Background: an optimization exercise with open tools, aiming at small area. Do not read the settings as production practice. The RTL was checked by simulation tests, not by an equivalence proof against the original design. Power is estimated from default activity; no workload was simulated. No driver is modelled on the clock port, so clocking that relies on it looks cheaper here than on a real chip.

==> design.v <==
`timescale 1ns/1ps
package opll_bus_pkg;
	localparam int BUS_W = 8;
	localparam logic [3:0] GRP_FNUM_LO = 4'h1;
	localparam logic [3:0] GRP_FNUM_HI = 4'h2;
	localparam logic [3:0] GRP_INST    = 4'h3;
	localparam logic [BUS_W-1:0] ADDR_CUST_MOD = 8'h00;
	localparam logic [BUS_W-1:0] ADDR_CUST_CAR = 8'h01;
	typedef union packed
	{
		logic [BUS_W-1:0] raw;
		struct packed
		{
			logic [3:0] grp;
			logic [3:0] chan;
		} addr;
	} bus_word_u;
endpackage
`timescale 1ns/1ps
package opll_voice_pkg;
	localparam int FNUM_W   = 9;
	localparam int BLK_W    = 3;
	localparam int MULT_W   = 4;
	localparam int INST_W   = 4;
	localparam int PHASE_W  = 19;
	localparam int PG_OUT_W = 10;
	localparam int SLOT_W   = 5;
	localparam int CH_W     = 4;
	function automatic logic [MULT_W:0] mult_x2_table(input logic [MULT_W-1:0] code);
		case (code)
			4'd0:    mult_x2_table = 5'd1;
			4'd1:    mult_x2_table = 5'd2;
			4'd2:    mult_x2_table = 5'd4;
			4'd3:    mult_x2_table = 5'd6;
			4'd4:    mult_x2_table = 5'd8;
			4'd5:    mult_x2_table = 5'd10;
			4'd6:    mult_x2_table = 5'd12;
			4'd7:    mult_x2_table = 5'd14;
			4'd8:    mult_x2_table = 5'd16;
			4'd9:    mult_x2_table = 5'd18;
			4'd10:   mult_x2_table = 5'd20;
			4'd11:   mult_x2_table = 5'd20;
			4'd12:   mult_x2_table = 5'd24;
			4'd13:   mult_x2_table = 5'd24;
			4'd14:   mult_x2_table = 5'd30;
			default: mult_x2_table = 5'd30;
		endcase
	endfunction
	function automatic logic [2*MULT_W-1:0] inst_mult_rom(input logic [INST_W-1:0] inst);
		case (inst)
			4'd0:    inst_mult_rom = 8'h00;
			4'd1:    inst_mult_rom = 8'h11;
			4'd2:    inst_mult_rom = 8'h31;
			4'd3:    inst_mult_rom = 8'h31;
			4'd4:    inst_mult_rom = 8'h11;
			4'd5:    inst_mult_rom = 8'h21;
			4'd6:    inst_mult_rom = 8'h12;
			4'd7:    inst_mult_rom = 8'h11;
			4'd8:    inst_mult_rom = 8'h31;
			4'd9:    inst_mult_rom = 8'h11;
			4'd10:   inst_mult_rom = 8'h11;
			4'd11:   inst_mult_rom = 8'h31;
			4'd12:   inst_mult_rom = 8'h71;
			4'd13:   inst_mult_rom = 8'h10;
			4'd14:   inst_mult_rom = 8'h11;
			default: inst_mult_rom = 8'h11;
		endcase
	endfunction
endpackage
`timescale 1ns/1ps
`timescale 1ns/1ps
`timescale 1ns/1ps
`timescale 1ns/1ps
`timescale 1ns/1ps
`timescale 1ns/1ps
module opll_top
#(
	parameter int NUM_CHANNELS = 9
)
(
	input  logic                                MCLK,
	input  logic                                rst_n,
	input  logic                                cs_n,
	input  logic                                we_n,
	input  logic                                a0,
	input  logic [opll_bus_pkg::BUS_W-1:0]      data_in,
	output logic [opll_voice_pkg::SLOT_W-1:0]   slot_out,
	output logic [opll_voice_pkg::PG_OUT_W-1:0] phase_out,
	output logic                                out_valid
);
	localparam int NS = 2 * NUM_CHANNELS;
	localparam int PW = opll_voice_pkg::PHASE_W;
	logic       wr_en, data_wr, addr_wr;
	logic [1:0] ag;         
	logic [3:0] ac;         
	logic [1:0] ag_nxt;
	logic [3:0] ac_nxt;
	assign wr_en   = ~cs_n & ~we_n;
	assign data_wr = wr_en & a0;
	assign addr_wr = wr_en & ~a0;
	always_comb
	begin
		ag_nxt = data_in[5:4];
		if (data_in[7:4] == 4'h0)
			ac_nxt = (data_in[3:1] == 3'd0) ? data_in[3:0] : 4'hf;
		else if (data_in[7:6] == 2'b00)
			ac_nxt = (int'(data_in[3:0]) < NUM_CHANNELS) ? data_in[3:0] : 4'hf;
		else
			ac_nxt = 4'hf;
	end
	always_ff @(posedge MCLK or negedge rst_n)
	begin
		if (!rst_n)
		begin
			ag <= 2'd0;
			ac <= 4'd0;
		end
		else if (addr_wr)
		begin
			ag <= ag_nxt;
			ac <= ac_nxt;
		end
	end
	logic [4:0] sc;
	logic       v0;
	logic       fp;         
	always_ff @(posedge MCLK or negedge rst_n)
	begin
		if (!rst_n)
		begin
			sc        <= 5'd16;
			v0        <= 1'b0;
			out_valid <= 1'b0;
			fp        <= 1'b1;
		end
		else
		begin
			sc        <= (sc == 5'(NS - 1)) ? 5'd0 : sc + 5'd1;
			v0        <= 1'b1;
			out_valid <= v0;
			if (v0 && sc == 5'(NS - 2))
				fp <= 1'b0;
		end
	end
	assign slot_out = sc;
	logic       w1;
	logic [7:0] d1;
	logic [1:0] g2;
	logic [3:0] q2;
	logic [7:0] d2;
	logic [3:0] pos;
	always_comb
	begin
		int t;
		t   = (2 * int'(ac) + 2 * NS - 2 - int'(sc)) % NUM_CHANNELS;
		pos = 4'(t + 1);
	end
	always_ff @(posedge MCLK or negedge rst_n)
	begin
		if (!rst_n)
		begin
			w1 <= 1'b0;
			q2 <= 4'd0;
			d2 <= 8'd0;
		end
		else
		begin
			w1 <= data_wr;
			if (!w1 || ac == 4'hf)
				q2 <= 4'd0;
			else if (ag == 2'd0)
				q2 <= ac + 4'd1;
			else
				q2 <= pos;
			d2 <= d1;
		end
	end
	always_ff @(posedge MCLK)
	begin
		d1 <= data_in;
		g2 <= ag;
	end
	logic [16:0] cr [NUM_CHANNELS];
	logic [3:0]  cust_mod, cust_car;
	always_ff @(posedge MCLK)
	begin
		for (int p = 0; p < NUM_CHANNELS; p++)
		begin
			logic [16:0] e;
			e = cr[(p + 1) % NUM_CHANNELS];
			if ((q2 == 4'(p + 1) && g2 == 2'd1) || !v0)
				e[7:0] = d2;
			if ((q2 == 4'(p + 1) && g2 == 2'd2) || !v0)
				e[12:8] = d2[4:0];
			if ((q2 == 4'(p + 1) && g2 == 2'd3) || !v0)
				e[16:13] = d2[7:4];
			cr[p] <= e;
		end
		if ((g2 == 2'd0 && q2 == 4'd1) || !v0)
			cust_mod <= d2[3:0];
		if ((g2 == 2'd0 && q2 == 4'd2) || !v0)
			cust_car <= d2[3:0];
	end
	logic        is_car;
	logic [16:0] ce;
	logic [8:0]  fnum;
	logic [2:0]  blk;
	logic        key;
	logic [3:0]  inst;
	logic [7:0]  rom_entry;
	logic [3:0]  mcode;
	logic [4:0]  x2;
	logic [13:0] prod;
	logic [20:0] prod_sh;
	logic [PW-1:0] inc;
	logic [PW-1:0] head;
	logic        key_prev;
	logic [PW-1:0] phase_nxt;
	logic [PW-1:0] pr [NS];
	logic          kr [NS];
	assign is_car = ~sc[0];
	assign ce     = is_car ? cr[0] : cr[1];
	assign fnum   = {ce[8], ce[7:0]};
	assign blk    = ce[11:9];
	assign key    = ce[12];
	assign inst   = ce[16:13];
	always_comb
	begin
		rom_entry = opll_voice_pkg::inst_mult_rom(inst);
		if (inst == 4'd0)
			mcode = is_car ? cust_car : cust_mod;
		else
			mcode = is_car ? rom_entry[3:0] : rom_entry[7:4];
		x2        = opll_voice_pkg::mult_x2_table(mcode);
		prod      = 14'(fnum) * 14'(x2);
		prod_sh   = 21'(prod) << blk;
		inc       = prod_sh[PW:1];
		head      = fp ? '0 : pr[0];
		key_prev  = fp ? 1'b0 : kr[0];
		phase_nxt = (key & ~key_prev) ? '0 : head + inc;
	end
	always_ff @(posedge MCLK)
	begin
		for (int i = 0; i < NS - 1; i++)
		begin
			pr[i] <= pr[i + 1];
			kr[i] <= kr[i + 1];
		end
		pr[NS - 1] <= phase_nxt;
		kr[NS - 1] <= key;
	end
	assign phase_out = pr[NS - 1][PW-1:PW-opll_voice_pkg::PG_OUT_W];
endmodule
==> run.sh <==
#!/bin/bash
# synth_recipe.tcl (not shown) runs the flow's synth.tcl, then flattens the netlist and writes it again
# the make line also repeats each setting of config.mk as NAME=value (left out here)
make -C /OpenROAD-flow-scripts/flow DESIGN_CONFIG=/design/flow/config.mk WORK_HOME=/design/flow/orfs CLKGATE_MAP_FILE= SYNTH_SCRIPT=/design/flow/synth_recipe.tcl finish
==> config.mk <==
export PLATFORM = sky130hd
export DESIGN_NAME = opll_top
export DESIGN_NICKNAME = opll_top
export VERILOG_FILES = /design/flow/design.v
export SDC_FILE = /design/flow/constraint.sdc
export NUM_CORES = 4
export LEC_CHECK = 0
export CAP_MARGIN = 20
export CORE_MARGIN = 2
export CORE_UTILIZATION = 40
export CTS_BUF_LIST = sky130_fd_sc_hd__clkbuf_4
export CTS_CLUSTER_SIZE = 10
export SLEW_MARGIN = 20
==> constraint.sdc <==
create_clock -name core_clock -period 10.0 [get_ports {MCLK}]
set_input_delay 2.0000 -clock core_clock [delete_from_list [all_inputs] [get_ports {MCLK}]]
set_output_delay 2.0000 -clock core_clock [all_outputs]
set_load 0.01 [all_outputs]
==> PnR_summary.wiki, run 1 <==
{| class="wikitable"
! Metric !! Value
|-
| Outcome || complete, no violations
|-
| Clk network pwr share || 30.3%
|-
| Number of buffers and inverters on the critical path || 3
|-
| Highest-count cells in the layout ignoring fill and taps || dfxtp_1 (523), clkbuf_4 (199), mux2_2 (168), nand2_1 (93), nor2_1 (77)
|-
| WL met2 || 14.7 mm
|-
| Internal power || 4.41 mW
|-
| Period minus WS final || 8.36 ns
|-
| Met3 WL post-DR || 1.21 mm
|-
| CTS tree || done
|-
| Top-level I/O count || 29
|-
| Flops & latches, synth || 558
|-
| Resize count post-CTS || 0
|-
| Filler cells || 4229
|-
| Share of async-settable or async-resettable flops after synthesis || 4.84%
|-
| Worst-path fanout max || 24
|-
| Count of flip-flops with a built-in enable after synthesis || 8
|-
| Sequential share of power || 50.2%
|-
| Root buffer cell || clkbuf_4
|-
| WL/cell || 14.4 um
|-
| Total via count in the routed design || 10658
|-
| Endpoint arrival time on the critical path || 9.01 ns
|-
| Maximum cell stage delay along the critical path || 0.71 ns
|-
| Total routing usage reported by global routing || 14.4%
|-
| Row Count || 78
|-
| Worst-case clock buffer depth || 3
|-
| Nature of the critical path startpoint || flop
|-
| Leakage power || 9.01 nW
|-
| Number of buffers created by CTS || 138
|-
| Unrepaired setup endpoints after global routing || no
|-
| Post-route setup slack || 1.64 ns
|-
| Most prevalent standard cell on the critical path || mux2i_1
|-
| Combinational group share of total power || 19.5%
|-
| Initial cell density of the core || 40.4%
|-
| Sum of routed wire length over all layers || 33.0 mm
|-
| Sequential cell area fraction in the yosys report || 62.2%
|-
| Summed instance area of the synthesized netlist || 18300 sq um
|-
| Family of cells with the greatest summed delay on the critical path || compound AO/OA/AOI/OAI gates
|-
| Count of buffers inserted at the top-level ports || 28
|-
| DPL Wire Length || 22.1 mm
|-
| Number of hold buffers added after cts || 0
|-
| Wire length of the first global-routing pass || 54.3 mm
|-
| Top area cells in the synthesized netlist || dfxtp_1 (57%), mux2_2 (10%), ha_1 (4.0%), dfrtp_1 (3.4%), fa_1 (2.5%)
|-
| RePlAce Congestion || 0.810
|-
| Proportion of netlist area held by the largest area contributor || 57.2%
|-
| Critical-path cell with the highest stage delay || dfrtp_2
|-
| Worst Tran Pin Value || 0.965 ns
|-
| Final Hold Violating Endpoints || 0
|-
| Warnings, synthesis || 4
|-
| Total of max-cap violations || 0
|-
| Die area || 47500 sq um
|-
| Clock insertion delay at the later pin of the skew report || 0.81 ns
|-
| Critical path type || reg2reg
|-
| Max Clock Skew || 0.0400 ns
|-
| Average vias per placed instance || 4.65
|-
| Final max-slew violation count || 0
|-
| Number of nets at the end of the flow || 1692
|-
| Peak clock frequency supported by timing || 120 MHz
|-
| Average size of a mapped cell || 12.5 sq um
|-
| Die Span Y || 218 um
|-
| Switching power share of the total || 27.3%
|-
| Post-CTS clock slew at the launch and capture registers of the worst setup and hold paths || 0.07 ns
|-
| DRC viols || 0
|-
| Clock Sinks || 558
|-
| Remaining antenna violation count after routing || 0
|-
| Vias in the first global route || 10987
|-
| Most used flip-flop cell after synthesis || dfxtp_1
|-
| Final core occ || 46.1%
|-
| Post-CTS Setup Inserts || 0
|-
| Cells after synthesis || 1469
|-
| Pre-CTS setup slack || 1.67 ns
|-
| Placed Cells incl. Taps || 2057
|-
| Minimum setup slack among reg-to-reg paths || 1.64 ns
|-
| Fraction of final layout cells with drive strength greater than 1 || 24.2%
|-
| Initial drt markers || 346
|-
| Floorplan core area || 45300 sq um
|-
| Period Utilization, post-route || 83.6%
|-
| Top Layer Used || met4
|-
| Initial antenna violation count || 2
|-
| Largest area contributor in the synthesized netlist || dfxtp_1
|-
| Final setup violation count || 0
|-
| 1st-pass router iterations || 5
|-
| Largest net degree at the start of global routing || 32
|-
| Relative slew slack || 35.1%
|-
| CP Data Required Time || 10.65 ns
|-
| Syn Nets || 1564
|-
| Power density over the cells || 290 nW/um^2
|-
| Gr ovfl total || 0
|-
| Worst-case vdd ir drop || 0.000188 V
|-
| Switching power summed over all nets || 1.66 mW
|-
| H-tree levels || 4
|-
| Class of the most critical hold timing path || reg2reg
|-
| Post-Route Setup TNS || 0 ns
|-
| Met1 Wirelength || 16.3 mm
|-
| Layout area overhead || 14.2%
|-
| Die outline width || 218 um
|-
| Leading cell type in the layout, fill and taps excluded || dfxtp_1
|-
| Count of unique library cells instantiated by Yosys || 75
|-
| Endpoint class of the critical path || flop
|-
| Post-layout instance count excluding filler cells || 2293
|}
-- layer usage --
metal  GRT usage (%)  up-vias
li1                -     5334
met1            19.2     5082
met2            21.7      194
met3            3.77       48
met4            7.10        0
met5               0        -
-- path summary, 6_finish.rpt --
kind | start | depth (start not counted) | endpoint
max reg2reg | sc[0]$_DFF_PN0_ | 32 | pr[17][18]$_SDFF_PP0_
min reg2reg | kr[8]$_DFF_P_ | 0 | kr[7]$_DFF_P_
min in group asynchronous | rst_n | 2 | ac[3]$_DFFE_PN0P_
max in group asynchronous | rst_n | 2 | fp$_DFFE_PN1P_
max | sc[0]$_DFF_PN0_ | 32 | pr[17][18]$_SDFF_PP0_
min | kr[8]$_DFF_P_ | 0 | kr[7]$_DFF_P_
-- cell families (layout without fill, tap and decap cells) --
kind of cell / after synthesis / count (layout) / synth area share [%]
muxes: 208 / 208 / 12.6
DFF: 558 / 558 / 62.2
xor gates and xnor gates: 33 / 33 / 1.70
buffers and inverters: 107 / 326 / 2.56
other: 1 / 6 / 0.0205
adders and majority gates: 82 / 82 / 6.55
and+or+nand+nor: 299 / 299 / 7.85
AOI/OAI and AO/OA: 181 / 181 / 6.49
-- stage by stage --
| stage | hold WS, ns | total power [mW] | area [sq um] |
|---|---|---|---|
| floorplan | 0.310 | 3.97 | 18300 |
| global placement | 0.310 | 4.26 | 19100 |
| detailed placement | 0.312 | 4.27 | 19100 |
| CTS | 0.301 | 6.18 | 20900 |
| global route | 0.308 | 6.49 | 20900 |
| finish | 0.298 | 6.07 | 20900 |
-- cell usage after synthesis, drive strengths merged (3+ instances only) --
cell	instances
buf	19
o21a	8
clkbuf	26
fa	23
nor3b	3
a31oi	8
a211oi	5
nand4	5
dfxtp	523
and2	7
nor3	21
mux2i	39
o211ai	5
xnor2	20
edfxtp	8
mux2	168
o31a	3
nor4b	3
nand2	93
a21boi	6
nor2	77
ha	59
xor2	12
a21o	9
inv	62
a21oi	44
o31ai	7
dfrtp	25
nor4	5
and3	10
nand3	21
nand2b	10
nor2b	35
or2	3
o21ai	58
-- worst reg2reg max path, delay by kind of cell (launching register included) --
kind,cells,cell delay [ns]
AO/OA/AOI/OAI,11,2.78
flip-flops,1,0.71
XOR/XNOR,2,0.52
AND/OR/NAND/NOR,6,0.54
buffers and inverters,3,0.30
multiplexers,5,1.49
adder cells (fa/ha/maj),5,1.86
-- registers in the layout (all words and copies together), names as in the netlist, 5 cells and up --
| name | cells |
|---|---|
| cr | 153 |
| d1 | 8 |
| d2 | 8 |
| kr | 18 |
| pr | 342 |
| sc | 5 |
-- power by group through the flow --
stage               combinational, mW  sequential (mW)  clock, mW
floorplan                       0.960             3.01          0
global placement                 1.17             3.08          0
detailed placement               1.17             3.10          0
CTS                              1.19             3.06       1.92
global route                     1.34             3.11       2.04
finish                           1.18             3.05       1.84
-- layout make-up --
class / instances / area [sq um] / area share, %
Multi-Input combinational cell: 804 / 6440 / 30.8
Clock inverter: 32 / 255 / 1.22
Timing Repair Buffer: 33 / 318 / 1.52
Tap cell: 600 / 751 / 3.59
Clock buffer: 199 / 1490 / 7.15
Inverter: 62 / 233 / 1.11
Sequential cell: 558 / 11400 / 54.5
Antenna cell: 5 / 12.5 / 0.0599
==> inputs of run 2 (changes only) <==
--- a/config.mk
+++ b/config.mk
@@ -9,5 +9,5 @@
 export CORE_MARGIN = 2
 export CORE_UTILIZATION = 40
-export CTS_BUF_LIST = sky130_fd_sc_hd__clkbuf_4
-export CTS_CLUSTER_SIZE = 10
+export CTS_BUF_LIST = sky130_fd_sc_hd__clkbuf_8
+export CTS_CLUSTER_SIZE = 20
 export SLEW_MARGIN = 20
==> PnR_summary.wiki, run 2 <==
{| class="wikitable"
! Metric !! Value
|-
| Cell depth of the worst min-delay path || 0
|-
| Largest area contributor in the synthesized netlist || dfxtp_1
|-
| Flops & latches, synth || 558
|-
| Worst-case clock buffer depth || 3
|-
| Period Utilization, post-route || 83.8%
|-
| Die Span Y || 218 um
|-
| Share of async-settable or async-resettable flops after synthesis || 4.84%
|-
| Outcome || complete, no violations
|-
| Summed instance area of the synthesized netlist || 18300 sq um
|-
| Leading cell type in the layout, fill and taps excluded || dfxtp_1
|-
| Worst reg2reg path depth || 32
|-
| Fraction of final layout cells with drive strength greater than 1 || 19.9%
|-
| Wire length of the first global-routing pass || 53.1 mm
|-
| DPL Wire Length || 22.1 mm
|-
| Period minus WS final || 8.38 ns
|-
| Critical-path cell with the highest stage delay || dfrtp_2
|-
| DRC viols || 0
|-
| Final max-slew violation count || 0
|-
| Maximum cell stage delay along the critical path || 0.71 ns
|-
| Warnings, synthesis || 4
|-
| Largest net degree at the start of global routing || 32
|-
| Total via count in the routed design || 10282
|-
| Worst-path fanout max || 24
|-
| Clock insertion delay at the later pin of the skew report || 0.64 ns
|-
| Gr ovfl total || 0
|-
| Number of buffers and inverters on the critical path || 3
|-
| Post-CTS Setup Inserts || 0
|-
| Count of flip-flops with a built-in enable after synthesis || 8
|-
| Flip-flop count of the largest register, all copies and words added || 342
|-
| Largest registers ranked by flip-flop count || pr x342, cr x153, kr x18
|-
| Die outline width || 218 um
|-
| Post-detailed-placement cell area || 19100 sq um
|-
| Relative slew slack || 35.3%
|-
| Worst-case vdd ir drop || 0.000207 V
|-
| Layout area overhead || 14.1%
|-
| H-tree levels || 3
|-
| Endpoint class of the critical path || flop
|-
| Reg-to-reg startpoint || sc[0]$_DFF_PN0_
|-
| Final Hold Violating Endpoints || 0
|-
| Highest-count cells in the layout ignoring fill and taps || dfxtp_1 (523), mux2_2 (168), clkbuf_8 (102), nand2_1 (93), inv_1 (82)
|-
| Final setup violation count || 0
|-
| Critical path type || reg2reg
|-
| Syn Nets || 1564
|-
| Register name with the most flops || pr
|-
| Initial drt markers || 349
|-
| Worst Hold Launch || pr[7][3]$_DFF_P_
|-
| Row Count || 78
|-
| CP Data Required Time || 10.48 ns
|-
| RePlAce Congestion || 0.810
|-
| Most prevalent standard cell on the critical path || mux2i_1
|-
| Peak clock frequency supported by timing || 119 MHz
|-
| Number of nets at the end of the flow || 1636
|-
| Die area || 47500 sq um
|-
| Clock Sinks || 558
|-
| Top area cells in the synthesized netlist || dfxtp_1 (57%), mux2_2 (10%), ha_1 (4.0%), dfrtp_1 (3.4%), fa_1 (2.5%)
|-
| CTS tree || done
|-
| Cell area after layout || 20900 sq um
|-
| Unrepaired setup endpoints after global routing || no
|-
| Total routing usage reported by global routing || 14.1%
|-
| Post-CTS clock slew at the launch and capture registers of the worst setup and hold paths || 0.07 ns
|-
| Top cells by instance count after synthesis || dfxtp_1 (523), mux2_2 (168), nand2_1 (93)
|-
| Endpoint of the worst hold-timing path || pr[6][3]$_DFF_P_
|-
| Cells after synthesis || 1469
|-
| Count of unique library cells instantiated by Yosys || 75
|-
| Leakage power || 8.96 nW
|-
| 1st-pass router iterations || 4
|-
| Worst Tran Pin Value || 0.963 ns
|-
| Class of the most critical hold timing path || reg2reg
|-
| Endpoint arrival time on the critical path || 8.85 ns
|-
| Max Clock Skew || 0.0386 ns
|-
| Proportion of netlist area held by the largest area contributor || 57.2%
|-
| Top-count cell post-synth || dfxtp_1
|-
| Average size of a mapped cell || 12.5 sq um
|-
| Average vias per placed instance || 4.67
|-
| Top-level I/O count || 29
|-
| Initial antenna violation count || 0
|-
| Nature of the critical path startpoint || flop
|-
| Post-Route Setup TNS || 0 ns
|-
| WL/cell || 14.8 um
|-
| Number of buffers created by CTS || 82
|-
| Number of hold buffers added after cts || 0
|-
| Total of max-cap violations || 0
|-
| Family of cells with the greatest summed delay on the critical path || compound AO/OA/AOI/OAI gates
|-
| Count of buffers inserted at the top-level ports || 28
|-
| Root buffer cell || clkbuf_8
|-
| Initial cell density of the core || 40.4%
|-
| Floorplan core area || 45300 sq um
|-
| Vias in the first global route || 10385
|-
| Minimum setup slack among reg-to-reg paths || 1.62 ns
|-
| Power density over the cells || 292 nW/um^2
|-
| Remaining antenna violation count after routing || 0
|-
| Resize count post-CTS || 0
|-
| R2R Path End || pr[17][18]$_SDFF_PP0_
|-
| Sum of routed wire length over all layers || 32.6 mm
|-
| Sequential cell area fraction in the yosys report || 62.2%
|-
| Most used flip-flop cell after synthesis || dfxtp_1
|}
-- run 2: stage by stage --
step                      total power [mW]  hold WS [ns]  util [%]  std cells  setup WS (ns)
after floorplan                       3.97         0.310         -       1469           1.14
after global placement                4.26         0.310      42.3       2057           1.96
after detailed placement              4.27         0.312      42.3       2057           1.67
after CTS                             6.18         0.297      46.1       2201           1.61
after global routing                  6.47         0.303      46.1       2201          0.936
final                                 6.09         0.306      46.1       2204           1.62
-- run 2: kinds of logic after synthesis --
kind of cell | after synthesis | synth area share (%)
buffers and inverters | 107 | 2.56
multiplexers | 208 | 12.6
other | 1 | 0.0205
AND/OR/NAND/NOR | 299 | 7.85
XOR/XNOR | 33 | 1.70
AO/OA/AOI/OAI | 181 | 6.49
adder cells (fa/ha/maj) | 82 | 6.55
flip-flops | 558 | 62.2
-- run 2: worst register-to-register path, delay by kind of cell, from the launching register on --
kind            cells  cell delay [ns]
compound gates     11             2.76
flops               1             0.71
buf+inv             3             0.31
fa+ha+maj           5             1.86
mux                 5             1.49
simple gates        6             0.55
xor+xnor            2             0.52
-- run 2: metal layers --
layer | track usage (%) | part of all wire, %
met5 | 0 | 0
met4 | 5.33 | 2.2
met2 | 21.2 | 44
met3 | 3.44 | 3.5
met1 | 19.4 | 50
-- run 2: final cells by class --
class                           instances  area, sq um
Clock buffer                          102         1400
Fill cell                            4178        24400
Inverter                               62          233
Timing Repair Buffer                   33          318
Sequential cell                       558        11400
Antenna cell                            3         7.51
Clock inverter                         42          329
Tap cell                              600          751
Multi-Input combinational cell        804         6440
-- run 2: worst max path at each step --
stage | from | endpoint | slack, ns | cells after the start
2_1_floorplan | sc[0]$_DFF_PN0_ | pr[17][18]$_SDFF_PP0_ | 1.14 | 38
3_3_place_gp | sc[0]$_DFF_PN0_ | pr[17][18]$_SDFF_PP0_ | 1.96 | 34
3_5_place_dp | sc[0]$_DFF_PN0_ | pr[17][18]$_SDFF_PP0_ | 1.67 | 32
4_1_cts | sc[0]$_DFF_PN0_ | pr[17][18]$_SDFF_PP0_ | 1.61 | 32
5_1_grt | sc[0]$_DFF_PN0_ | pr[17][18]$_SDFF_PP0_ | 0.94 | 34
6_report | sc[0]$_DFF_PN0_ | pr[17][18]$_SDFF_PP0_ | 1.62 | 32
-- run 2: report_power, final --
group          total [mW]  internal, mW  switching [mW]
sequential           3.05          2.87           0.178
combinational        1.18         0.522           0.658
clock                1.86          1.03           0.823
total                6.09          4.43            1.66
==> inputs of run 3 (changes only) <==
==> flow/run.sh (new file) <==
#!/bin/bash
# Own layout flow: the standard flow, with the clock tree built without
# dummy loads and with larger sink clusters.
set -euo pipefail
export CTS_ARGS="-sink_clustering_enable -repair_clock_nets -dont_use_dummy_load -buf_list sky130_fd_sc_hd__clkbuf_8 -sink_clustering_size 20 -sink_clustering_max_diameter 60"
bash standard.sh > standard.log 2>&1
==> standard.sh (new file) <==
#!/bin/bash
# synth_recipe.tcl (not shown) runs the flow's synth.tcl, then flattens the netlist and writes it again
# the make line also repeats each setting of config.mk as NAME=value (left out here)
make -C /OpenROAD-flow-scripts/flow DESIGN_CONFIG=/design/flow/config.mk WORK_HOME=/design/flow/orfs CLKGATE_MAP_FILE= SYNTH_SCRIPT=/design/flow/synth_recipe.tcl "${@:-finish}"
--- a/config.mk
+++ b/config.mk
@@ -9,5 +9,3 @@
 export CORE_MARGIN = 2
 export CORE_UTILIZATION = 40
-export CTS_BUF_LIST = sky130_fd_sc_hd__clkbuf_8
-export CTS_CLUSTER_SIZE = 20
 export SLEW_MARGIN = 20
removed: run.sh
==> PnR_summary.wiki, run 3 <==
{| class="wikitable"
! Metric !! Value
|-
| Nature of the critical path startpoint || flop
|-
| Post-CTS clock slew at the launch and capture registers of the worst setup and hold paths || 0.11 ns
|-
| DRC viols || 0
|-
| 1st-pass router iterations || 5
|-
| Leading cell type in the layout, fill and taps excluded || dfxtp_1
|-
| Total via count in the routed design || 9954
|-
| Largest area contributor in the synthesized netlist || dfxtp_1
|-
| DPL Wire Length || 22.1 mm
|-
| Register name with the most flops || pr
|-
| Proportion of netlist area held by the largest area contributor || 57.2%
|-
| Die area || 47500 sq um
|-
| Largest net degree at the start of global routing || 32
|-
| Post-layout instance count excluding filler cells || 2097
|-
| Post-CTS Setup Inserts || 0
|-
| Outcome || complete, no violations
|-
| Register area || 11400 sq um
|-
| CTS tree || done
|-
| Peak clock frequency supported by timing || 119 MHz
|-
| Reg-to-reg startpoint || sc[0]$_DFF_PN0_
|-
| Clock Sinks || 558
|-
| Worst Tran Pin Value || 0.954 ns
|-
| Period Utilization, post-route || 83.9%
|-
| Routing usage on met1 || 19.4%
|-
| Number of buffers created by CTS || 37
|-
| Flops & latches, synth || 558
|-
| CP Data Required Time || 10.43 ns
|-
| Warnings, synthesis || 4
|-
| Multi-input logic area || 6440 sq um
|-
| Summed instance area of the synthesized netlist || 18300 sq um
|-
| Worst-path fanout max || 24
|-
| Count of flip-flops with a built-in enable after synthesis || 8
|-
| Final core occ || 43.4%
|-
| Critical path origin || sc[0]$_DFF_PN0_
|-
| Share of async-settable or async-resettable flops after synthesis || 4.84%
|-
| Total routing usage reported by global routing || 13.6%
|-
| Synth Area in XOR/XNOR || 1.70%
|-
| Power consumption || 5.17 mW
|-
| Pre-CTS setup slack || 1.67 ns
|-
| Die Span Y || 218 um
|-
| Clock insertion delay at the later pin of the skew report || 0.62 ns
|-
| Placed Cells incl. Taps || 2057
|-
| Average vias per placed instance || 4.75
|-
| Endpoint arrival time on the critical path || 8.82 ns
|-
| Cells after synthesis || 1469
|-
| Relative slew slack || 35.9%
|-
| Highest-count cells in the layout ignoring fill and taps || dfxtp_1 (523), mux2_2 (168), nand2_1 (93), nor2_1 (77), inv_1 (62)
|-
| Worst-case vdd ir drop || 0.000194 V
|-
| Endpoint class of the critical path || flop
|-
| WHS || 0.288 ns
|-
| Post-route setup slack || 1.61 ns
|-
| Max Clock Skew || 0.0690 ns
|-
| Total of max-cap violations || 0
|-
| Final setup violation count || 0
|-
| Cell area after layout || 19700 sq um
|-
| Flip-flop count of the largest register, all copies and words added || 342
|-
| Top-level I/O count || 29
|-
| Post-synthesis mux area share || 12.6%
|-
| Unrepaired setup endpoints after global routing || no
|-
| Class of the most critical hold timing path || reg2reg
|-
| Largest family of logic cells by synthesized area || multiplexers
|-
| Top cells by instance count after synthesis || dfxtp_1 (523), mux2_2 (168), nand2_1 (93)
|-
| Number of nets at the end of the flow || 1591
|-
| Share of synthesized cell area in and, or, nand and nor gates || 7.85%
|-
| H-tree levels || 2
|-
| Initial drt markers || 372
|-
| Final Hold Violating Endpoints || 0
|-
| Die outline width || 218 um
|-
| Power density over the cells || 263 nW/um^2
|-
| Sum of routed wire length over all layers || 31.7 mm
|-
| Post-Route Setup TNS || 0 ns
|-
| Leakage power || 8.25 nW
|-
| Period minus WS final || 8.39 ns
|-
| Area share of fa/ha/maj cells after synthesis || 6.55%
|-
| Worst-case clock buffer depth || 3
|-
| RePlAce Congestion || 0.810
|-
| Count of buffers inserted at the top-level ports || 28
|-
| Critical path type || reg2reg
|-
| Peak-usage layer in the global routing report || met2
|-
| Final max-slew violation count || 0
|-
| Sequential cell area fraction in the yosys report || 62.2%
|-
| Average size of a mapped cell || 12.5 sq um
|-
| Top-count cell post-synth || dfxtp_1
|-
| Vias in the first global route || 9890
|-
| Minimum setup slack among reg-to-reg paths || 1.61 ns
|-
| Critical-path cell with the highest stage delay || dfrtp_2
|-
| Gr ovfl total || 0
|-
| Remaining antenna violation count after routing || 0
|-
| Post-detailed-placement cell area || 19100 sq um
|-
| Most prevalent standard cell on the critical path || mux2i_1
|-
| Maximum cell stage delay along the critical path || 0.73 ns
|-
| Initial antenna violation count || 1
|-
| Floorplan core area || 45300 sq um
|-
| Count of unique library cells instantiated by Yosys || 75
|-
| Layout area overhead || 7.40%
|-
| Top area cells in the synthesized netlist || dfxtp_1 (57%), mux2_2 (10%), ha_1 (4.0%), dfrtp_1 (3.4%), fa_1 (2.5%)
|-
| Largest registers ranked by flip-flop count || pr x342, cr x153, kr x18
|-
| Met2 Resource Use GR || 20.9%
|-
| Syn Nets || 1564
|-
| Root buffer cell || clkbuf_8
|-
| Filler cells || 4256
|-
| Most used flip-flop cell after synthesis || dfxtp_1
|-
| Wire length of the first global-routing pass || 51.6 mm
|-
| Resize count post-CTS || 0
|-
| Initial cell density of the core || 40.4%
|-
| Number of hold buffers added after cts || 0
|-
| WL/cell || 15.1 um
|-
| GR Layer Usage met3 || 2.01%
|-
| Worst Hold Launch || pr[7][15]$_DFF_P_
|-
| Compound-gate portion of the synthesized area || 6.49%
|-
| Fraction of final layout cells with drive strength greater than 1 || 15.5%
|-
| Row Count || 78
|}
run 3: cell counts after synthesis:
Identical to the previous run, type by type.
run 3: routing by layer:
metal  wire length (um)  part of all wire (%)
met5                  0                     0
met4                877                   2.8
met3                946                   3.0
met2              13800                    43
met1              16100                    51
run 3: worst paths after layout:
path | endpoint | depth (start not counted)
hold / removal | pr[6][15]$_DFF_P_ | 0
min in group asynchronous | ac[0]$_DFFE_PN0P_ | 2
hold reg to reg | pr[6][15]$_DFF_P_ | 0
setup reg to reg | pr[17][18]$_SDFF_PP0_ | 32
setup / recovery | pr[17][18]$_SDFF_PP0_ | 32
max in group asynchronous | fp$_DFFE_PN1P_ | 2
run 3: critical path: cells and delay by family, from the launching register on:
kind / cells / cell delay, ns
AOI/OAI and AO/OA: 11 / 2.77
xor gates and xnor gates: 2 / 0.52
adders and majority gates: 5 / 1.86
buffers and inverters: 3 / 0.30
DFF: 1 / 0.73
muxes: 5 / 1.46
and+or+nand+nor: 6 / 0.54
run 3: kinds of logic after synthesis:
logic type | after synthesis
other | 1
xor gates and xnor gates | 33
adders and majority gates | 82
AOI/OAI and AO/OA | 181
buffers and inverters | 107
and+or+nand+nor | 299
DFF | 558
muxes | 208
run 3: layout make-up:
cell class,instances,share of cell area (%)
clock buffers,37,2.59
repair buffers,33,1.62
diodes,3,0.0382
inverters,62,1.18
flip-flops and latches,558,58.0
multi-input cells,804,32.8
well taps,600,3.82
run 3: where the power goes:
part	internal (mW)	leakage, nW	total, mW	switching [mW]
Clock	0.335	0.266	0.951	0.616
Combinational	0.522	3.22	1.18	0.657
Sequential	2.86	4.76	3.04	0.176
Total	3.72	8.25	5.17	1.45
==> inputs of run 4 (changes only) <==
==> flow/run.sh (replaced) <==
#!/bin/bash
# Own layout flow: the standard flow, with the clock tree built without
# dummy loads and with larger sink clusters.
set -euo pipefail
export CTS_ARGS="-sink_clustering_enable -repair_clock_nets -dont_use_dummy_load -buf_list sky130_fd_sc_hd__clkbuf_16 -sink_clustering_size 30 -sink_clustering_max_diameter 100"
bash standard.sh > standard.log 2>&1
==> PnR_summary.wiki, run 4 <==
{| class="wikitable"
! Metric !! Value
|-
| Sum of routed wire length over all layers || 31.2 mm
|-
| Number of buffers created by CTS || 22
|-
| Total routing usage reported by global routing || 13.2%
|-
| Clock insertion delay at the later pin of the skew report || 0.55 ns
|-
| Clock Sinks || 558
|-
| DRC viols || 0
|-
| Wire length of the first global-routing pass || 51.0 mm
|-
| DPL Wire Length || 22.1 mm
|-
| Cell area after layout || 19700 sq um
|-
| Top-level I/O count || 29
|-
| Count of unique library cells instantiated by Yosys || 75
|-
| Vias in the first global route || 9775
|-
| Worst Tran Pin Value || 0.980 ns
|-
| Largest area contributor in the synthesized netlist || dfxtp_1
|-
| Number of nets at the end of the flow || 1576
|-
| Top cells by instance count after synthesis || dfxtp_1 (523), mux2_2 (168), nand2_1 (93)
|-
| Crit path capture || pr[17][18]$_SDFF_PP0_
|-
| Initial antenna violation count || 0
|-
| Highest-count cells in the layout ignoring fill and taps || dfxtp_1 (523), mux2_2 (168), nand2_1 (93), nor2_1 (77), inv_1 (62)
|-
| Total via count in the routed design || 9874
|-
| Unrepaired setup endpoints after global routing || no
|-
| Average vias per placed instance || 4.74
|-
| Worst reg2reg path depth || 32
|-
| Outcome || complete, no violations
|-
| Flip-flop count of the largest register, all copies and words added || 342
|-
| CP Data Required Time || 10.41 ns
|-
| Syn Nets || 1564
|-
| Count of flip-flops with a built-in enable after synthesis || 8
|-
| Remaining antenna violation count after routing || 0
|-
| Average size of a mapped cell || 12.5 sq um
|-
| Count of buffers inserted at the top-level ports || 28
|-
| Minimum setup slack among reg-to-reg paths || 1.68 ns
|-
| Post-CTS Setup Inserts || 0
|-
| Post-CTS clock slew at the launch and capture registers of the worst setup and hold paths || 0.11 ns
|-
| Nature of the critical path startpoint || flop
|-
| Most used flip-flop cell after synthesis || dfxtp_1
|-
| Leading cell type in the layout, fill and taps excluded || dfxtp_1
|-
| Initial drt markers || 423
|-
| Summed instance area of the synthesized netlist || 18300 sq um
|-
| Top-count cell post-synth || dfxtp_1
|-
| Critical path origin || sc[0]$_DFF_PN0_
|-
| Cells after synthesis || 1469
|-
| WL/cell || 15.0 um
|-
| Sequential cell area fraction in the yosys report || 62.2%
|-
| Final setup violation count || 0
|-
| Period minus WS final || 8.32 ns
|-
| Most prevalent standard cell on the critical path || mux2i_1
|-
| CTS tree || done
|-
| Post-detailed-placement cell area || 19100 sq um
|-
| Critical path type || reg2reg
|-
| Root buffer cell || clkbuf_16
|-
| Largest registers ranked by flip-flop count || pr x342, cr x153, kr x18
|-
| Maximum cell stage delay along the critical path || 0.73 ns
|-
| Endpoint arrival time on the critical path || 8.73 ns
|-
| Proportion of netlist area held by the largest area contributor || 57.2%
|-
| Top area cells in the synthesized netlist || dfxtp_1 (57%), mux2_2 (10%), ha_1 (4.0%), dfrtp_1 (3.4%), fa_1 (2.5%)
|-
| Warnings, synthesis || 4
|-
| H-tree levels || 1
|-
| Critical-path cell with the highest stage delay || dfrtp_2
|-
| Gr ovfl total || 0
|-
| Final max-slew violation count || 0
|-
| Reg-to-reg startpoint || sc[0]$_DFF_PN0_
|-
| Total of max-cap violations || 0
|-
| Row Count || 78
|-
| 1st-pass router iterations || 5
|-
| Worst-path fanout max || 24
|-
| Leakage power || 8.26 nW
|-
| Post-Route Setup TNS || 0 ns
|-
| Class of the most critical hold timing path || reg2reg
|-
| Resize count post-CTS || 0
|-
| Die area || 47500 sq um
|-
| Worst Hold Launch || pr[4][14]$_DFF_P_
|-
| Share of async-settable or async-resettable flops after synthesis || 4.84%
|-
| Period Utilization, post-route || 83.2%
|-
| Die outline width || 218 um
|-
| Number of hold buffers added after cts || 0
|-
| Fraction of final layout cells with drive strength greater than 1 || 14.6%
|-
| Largest net degree at the start of global routing || 32
|-
| Power density over the cells || 265 nW/um^2
|-
| Worst-case clock buffer depth || 3
|-
| Peak clock frequency supported by timing || 120 MHz
|-
| R2R Path End || pr[17][18]$_SDFF_PP0_
|-
| Layout area overhead || 7.64%
|-
| Register name with the most flops || pr
|-
| Flops & latches, synth || 558
|-
| Endpoint class of the critical path || flop
|-
| Floorplan core area || 45300 sq um
|-
| Relative slew slack || 34.0%
|-
| Final Hold Violating Endpoints || 0
|-
| Max Clock Skew || 0.0274 ns
|-
| Worst-case vdd ir drop || 0.000174 V
|-
| Die Span Y || 218 um
|-
| Initial cell density of the core || 40.4%
|-
| RePlAce Congestion || 0.810
|}
## run 4: cell counts after synthesis
Identical to the previous run, type by type.
## run 4: through the flow
stage          hold WS [ns]  power (mW)  setup slack, ns  instances  util (%)
2_1_floorplan         0.310        3.97             1.14       1469         -
3_3_place_gp          0.310        4.26             1.96       2057      42.3
3_5_place_dp          0.312        4.27             1.67       2057      42.3
4_1_cts               0.319        5.29             1.65       2079      43.5
5_1_grt               0.324        5.56            0.955       2079      43.5
6_report              0.315        5.22             1.68       2083      43.5
## run 4: critical path, delay by kind of cell (launching register included)
| kind | cells | cell delay (ns) |
|---|---|---|
| buffers and inverters | 3 | 0.30 |
| XOR/XNOR | 2 | 0.53 |
| adder cells (fa/ha/maj) | 5 | 1.86 |
| AND/OR/NAND/NOR | 6 | 0.54 |
| multiplexers | 5 | 1.46 |
| AO/OA/AOI/OAI | 11 | 2.75 |
| flip-flops | 1 | 0.73 |
## run 4: how the worst min path moves through the flow
stage	slack, ns	cells past startpoint	end
5_1_grt	0.32	0	pr[3][14]$_DFF_P_
3_5_place_dp	0.31	0	pr[0][11]$_DFF_P_
4_1_cts	0.32	0	pr[3][14]$_DFF_P_
6_report	0.32	0	pr[3][14]$_DFF_P_
3_3_place_gp	0.31	0	pr[9][5]$_DFF_P_
2_1_floorplan	0.31	0	kr[0]$_DFF_P_
## run 4: power breakdown
group | switching (mW) | internal (mW)
Sequential | 0.176 | 2.86
Combinational | 0.656 | 0.522
Clock | 0.598 | 0.398
## run 4: kinds of logic (layout without fill, tap and decap cells)
group / after synthesis / after routing / share of synthesized area, %
adders and majority gates: 82 / 82 / 6.55
AOI/OAI and AO/OA: 181 / 181 / 6.49
and+or+nand+nor: 299 / 299 / 7.85
other: 1 / 5 / 0.0205
muxes: 208 / 208 / 12.6
buffers and inverters: 107 / 117 / 2.56
xor gates and xnor gates: 33 / 33 / 1.70
DFF: 558 / 558 / 62.2
## run 4: area by class of cell
class / count / area [sq um]
Antenna cell: 4 / 10.0
Clock buffer: 22 / 551
Fill cell: 4241 / 25600
Inverter: 62 / 233
Multi-Input combinational cell: 804 / 6440
Sequential cell: 558 / 11400
Tap cell: 600 / 751
Timing Repair Buffer: 33 / 318
## run 4: routing by layer
metal / wire length, um / part of all wire [%] / up-vias / global-route usage, %
li1: - / - / 4971 / -
met1: 16200 / 52 / 4770 / 19.4
met2: 13600 / 44 / 97 / 20.8
met3: 688 / 2.2 / 36 / 1.44
met4: 679 / 2.2 / 0 / 3.63
met5: 0 / 0 / - / 0
==> inputs of run 5 (changes only) <==
--- a/design.v
+++ b/design.v
@@ -162,5 +162,4 @@
 			w1 <= 1'b0;
 			q2 <= 4'd0;
-			d2 <= 8'd0;
 		end
 		else
@@ -173,5 +172,4 @@
 			else
 				q2 <= pos;
-			d2 <= d1;
 		end
 	end
@@ -180,25 +178,39 @@
 		d1 <= data_in;
 		g2 <= ag;
+		d2 <= d1;
 	end
 	logic [16:0] cr [NUM_CHANNELS];
 	logic [3:0]  cust_mod, cust_car;
-	always_ff @(posedge MCLK)
-	begin
-		for (int p = 0; p < NUM_CHANNELS; p++)
-		begin
-			logic [16:0] e;
-			e = cr[(p + 1) % NUM_CHANNELS];
-			if ((q2 == 4'(p + 1) && g2 == 2'd1) || !v0)
-				e[7:0] = d2;
-			if ((q2 == 4'(p + 1) && g2 == 2'd2) || !v0)
-				e[12:8] = d2[4:0];
-			if ((q2 == 4'(p + 1) && g2 == 2'd3) || !v0)
-				e[16:13] = d2[7:4];
-			cr[p] <= e;
-		end
-		if ((g2 == 2'd0 && q2 == 4'd1) || !v0)
-			cust_mod <= d2[3:0];
-		if ((g2 == 2'd0 && q2 == 4'd2) || !v0)
-			cust_car <= d2[3:0];
+	always_ff @(posedge MCLK or negedge rst_n)
+	begin
+		if (!rst_n)
+		begin
+			for (int p = 0; p < NUM_CHANNELS; p++)
+				cr[p] <= '0;
+			cust_mod <= 4'd0;
+			cust_car <= 4'd0;
+		end
+		else
+		begin
+			for (int p = 0; p < NUM_CHANNELS; p++)
+			begin
+				logic [16:0] e;
+				e = cr[(p + 1) % NUM_CHANNELS];
+				if (q2 == 4'(p + 1))
+				begin
+					if (g2 == 2'd1)
+						e[7:0] = d2;
+					if (g2 == 2'd2)
+						e[12:8] = d2[4:0];
+					if (g2 == 2'd3)
+						e[16:13] = d2[7:4];
+				end
+				cr[p] <= e;
+			end
+			if (g2 == 2'd0 && q2 == 4'd1)
+				cust_mod <= d2[3:0];
+			if (g2 == 2'd0 && q2 == 4'd2)
+				cust_car <= d2[3:0];
+		end
 	end
 	logic        is_car;
==> run.sh (new file) <==
#!/bin/bash
# synth_recipe.tcl (not shown) runs the flow's synth.tcl, then flattens the netlist and writes it again
# the make line also repeats each setting of config.mk as NAME=value (left out here)
make -C /OpenROAD-flow-scripts/flow DESIGN_CONFIG=/design/flow/config.mk WORK_HOME=/design/flow/orfs CLKGATE_MAP_FILE= SYNTH_SCRIPT=/design/flow/synth_recipe.tcl finish
removed: flow/run.sh
removed: standard.sh
==> PnR_summary.wiki, run 5 <==
{| class="wikitable"
! Metric !! Value
|-
| Cell area after layout || 21500 sq um
|-
| Row Count || 79
|-
| Filler cells || 4183
|-
| Critical path type || reg2reg
|-
| Pre-CTS setup slack || 1.56 ns
|-
| Top area cells in the synthesized netlist || dfxtp_1 (40%), dfrtp_1 (24%), mux2_2 (11%), ha_1 (3.9%), fa_1 (2.5%)
|-
| Routing usage on met1 || 19.4%
|-
| Final setup violation count || 0
|-
| CTS tree || done
|-
| Endpoint class of the critical path || flop
|-
| Fraction of final layout cells with drive strength greater than 1 || 19.6%
|-
| Count of flip-flops with a built-in enable after synthesis || 0
|-
| Average vias per placed instance || 4.71
|-
| Initial antenna violation count || 1
|-
| Flops & latches, synth || 558
|-
| Gr ovfl total || 0
|-
| Maximum cell stage delay along the critical path || 0.61 ns
|-
| Share of async-settable or async-resettable flops after synthesis || 32.3%
|-
| Post-CTS clock slew at the launch and capture registers of the worst setup and hold paths || 0.07 ns
|-
| Proportion of netlist area held by the largest area contributor || 40.3%
|-
| Leading cell type in the layout, fill and taps excluded || dfxtp_1
|-
| Register area || 12100 sq um
|-
| Inserted Diodes || 0
|-
| Placed Cells incl. Taps || 2036
|-
| Switching power share of the total || 28.0%
|-
| Layout area overhead || 14.5%
|-
| DPL Wire Length || 21.4 mm
|-
| Clk network pwr share || 32.5%
|-
| Largest area contributor in the synthesized netlist || dfxtp_1
|-
| Worst Tran Pin Value || 0.886 ns
|-
| Peak clock frequency supported by timing || 117 MHz
|-
| Post-detailed-placement cell area || 19700 sq um
|-
| Post-Route Setup TNS || 0 ns
|-
| Clock Sinks || 558
|-
| Switching power summed over all nets || 1.75 mW
|-
| GR Layer Usage met3 || 2.86%
|-
| Root buffer cell || clkbuf_16
|-
| DRC viols || 0
|-
| Number of buffers created by CTS || 53
|-
| Endpoint arrival time on the critical path || 9.01 ns
|-
| Count of buffers inserted at the top-level ports || 28
|-
| Post-CTS Setup Inserts || 0
|-
| Flip-flop count of the largest register, all copies and words added || 342
|-
| Final max-slew violation count || 0
|-
| Met2 Resource Use GR || 21.7%
|-
| Sequential share of power || 46.1%
|-
| Die Span Y || 221 um
|-
| Highest-count cells in the layout ignoring fill and taps || dfxtp_1 (377), dfrtp_1 (177), mux2_2 (176), nand2_1 (111), nor2_1 (76)
|-
| Post-route setup slack || 1.49 ns
|-
| Family of cells with the greatest summed delay on the critical path || compound AO/OA/AOI/OAI gates
|-
| Class of the most critical hold timing path || reg2reg
|-
| Relative slew slack || 40.9%
|-
| 1st-pass router iterations || 5
|-
| Total of max-cap violations || 0
|-
| Sequential cell area fraction in the yosys report || 64.3%
|-
| CP Data Required Time || 10.49 ns
|-
| Total routing usage reported by global routing || 13.9%
|-
| Average size of a mapped cell || 13.1 sq um
|-
| Post-layout instance count excluding filler cells || 2131
|-
| Resize count post-CTS || 0
|-
| RePlAce Congestion || 0.784
|-
| Crit. path cell count || 37
|-
| Worst-case clock buffer depth || 3
|-
| Floorplan core area || 46500 sq um
|-
| Number of hold buffers added after cts || 0
|-
| Die outline width || 221 um
|-
| Number of nets at the end of the flow || 1579
|-
| Total via count in the routed design || 10040
|-
| Top-level I/O count || 29
|-
| Cell depth of the worst min-delay path || 0
|-
| Number of buffers and inverters on the critical path || 5
|-
| Cells after synthesis || 1436
|-
| Largest registers ranked by flip-flop count || pr x342, cr x153, kr x18
|-
| Nature of the critical path startpoint || flop
|-
| Period minus WS final || 8.51 ns
|-
| Worst-path fanout max || 41
|-
| Max Clock Skew || 0.0202 ns
|-
| Top cells by instance count after synthesis || dfxtp_1 (378), dfrtp_1 (178), mux2_2 (176)
|-
| Syn Nets || 1531
|-
| Initial cell density of the core || 40.4%
|-
| Count of unique library cells instantiated by Yosys || 75
|-
| Leakage power || 9.94 nW
|-
| Final Hold Violating Endpoints || 0
|-
| Internal power || 4.51 mW
|-
| Critical-path cell with the highest stage delay || a21oi_1
|-
| Largest net degree at the start of global routing || 99
|-
| H-tree levels || 2
|-
| Wire length of the first global-routing pass || 53.8 mm
|-
| Top-count cell post-synth || dfxtp_1
|-
| Power density over the cells || 291 nW/um^2
|-
| Worst-case vdd ir drop || 0.000228 V
|-
| Multi-input logic area || 6270 sq um
|-
| Worst reg2reg path depth || 37
|-
| Vias in the first global route || 10323
|-
| WL/cell || 15.3 um
|-
| Warnings, synthesis || 4
|-
| Final core occ || 46.3%
|-
| Most used flip-flop cell after synthesis || dfxtp_1
|-
| Die area || 48700 sq um
|-
| Clock insertion delay at the later pin of the skew report || 0.60 ns
|-
| Summed instance area of the synthesized netlist || 18800 sq um
|-
| Register name with the most flops || pr
|-
| Outcome || complete, no violations
|-
| Peak-usage layer in the global routing report || met2
|-
| Unrepaired setup endpoints after global routing || no
|-
| Combinational group share of total power || 21.3%
|-
| Initial drt markers || 531
|-
| Period Utilization, post-route || 85.1%
|-
| Remaining antenna violation count after routing || 0
|-
| Sum of routed wire length over all layers || 32.5 mm
|}
## run 5: cell types whose count changed after synthesis, sizes merged, moves of 9 or more
cell / previous run / this run
nand3: 21 / 11
mux2: 168 / 177
o21ai: 58 / 32
nand2: 93 / 111
dfrtp: 25 / 178
dfxtp: 523 / 378
## run 5: metal layers
| layer | part of all wire [%] | vias up |
|---|---|---|
| li1 | - | 4931 |
| met1 | 49 | 4927 |
| met2 | 45 | 128 |
| met3 | 3.6 | 54 |
| met4 | 2.4 | 0 |
| met5 | 0 | - |
## run 5: final cells by class
cell class	count	share of cell area, %
clock inverters	27	1.58
multi-input cells	775	29.2
flip-flops and latches	558	56.2
well taps	607	3.53
inverters	61	1.07
clock buffers	68	6.86
repair buffers	35	1.57
## run 5: final timing paths
kind	start	slack, ns	endpoint
max in group asynchronous	rst_n	7.27	cr[4][15]$_DFF_PN0_
worst min register to register	d1[0]$_DFF_P_	0.32	d2[0]$_DFF_P_
min in group asynchronous	rst_n	1.50	sc[1]$_DFF_PN0_
worst max register to register	sc[0]$_DFF_PN0_	1.49	pr[17][18]$_SDFF_PP0_
worst min-delay path	d1[0]$_DFF_P_	0.32	d2[0]$_DFF_P_
worst max-delay path	sc[0]$_DFF_PN0_	1.49	pr[17][18]$_SDFF_PP0_
## run 5: power groups by stage
stage,Sequential [mW],Clock [mW],Combinational (mW)
after floorplan,2.85,0,1.06
after global placement,2.92,0,1.31
after detailed placement,2.93,0,1.33
after CTS,2.89,2.09,1.34
after global routing,2.94,2.18,1.51
final,2.88,2.04,1.33
## run 5: kinds of logic (layout without fill, tap and decap cells)
logic type	after synthesis	after routing	share of synthesized area, %
AOI/OAI and AO/OA	134	134	4.81
xor gates and xnor gates	38	38	1.81
adders and majority gates	82	82	6.38
buffers and inverters	103	191	2.31
DFF	558	558	64.3
muxes	213	213	12.6
other	1	1	0.0200
and+or+nand+nor	307	307	7.80
## run 5: metrics by stage
| stage | hold WS [ns] | power [mW] |
|---|---|---|
| 3_3_place_gp | 0.310 | 4.23 |
| 3_5_place_dp | 0.312 | 4.26 |
| 5_1_grt | 0.322 | 6.63 |
| 4_1_cts | 0.307 | 6.33 |
| 2_1_floorplan | 0.310 | 3.91 |
| 6_report | 0.315 | 6.25 |

re-timing with driven ports:
The results above use ideal ports. As a check the final layouts listed here were re-extracted and re-timed, cells and wires unchanged.
Step 1 (the two cells are an assumption about what drives the block):
set clk [get_ports {MCLK}]
set_driving_cell -lib_cell sky130_fd_sc_hd__clkbuf_16 $clk
set_driving_cell -lib_cell sky130_fd_sc_hd__buf_2 [delete_from_list [all_inputs] $clk]
Step 2 times the ports against the registers' clock, not the clock port: input delays grow and output delays shrink by t, the midpoint of the rising clock arrivals with the driver on.
a / b / c = no drivers / after step 1 / after step 2; a / b = the first two.
| run | shift t [ns] | slack for setup (ns) | hold WS [ns] | slew at the worst register clock pin (ns) | cell pins on the clock port's net |
|---|---|---|---|---|---|
| run 1 | 0.840 | 1.641 / 1.641 / 1.641 | 0.298 / 0.298 / 0.298 | 0.08 / 0.08 | 1 |
| run 2 | 0.672 | 1.624 / 1.624 / 1.624 | 0.306 / 0.306 / 0.306 | 0.07 / 0.07 | 1 |
| run 3 | 0.633 | 1.611 / 1.611 / 1.611 | 0.288 / 0.288 / 0.288 | 0.11 / 0.11 | 1 |
| run 4 | 0.585 | 1.682 / 1.682 / 1.682 | 0.315 / 0.315 / 0.315 | 0.11 / 0.11 | 1 |
| run 5 | 0.646 | 1.488 / 1.488 / 1.488 | 0.315 / 0.315 / 0.315 | 0.07 / 0.07 | 1 |
After both steps setup and hold are still met in every run listed.
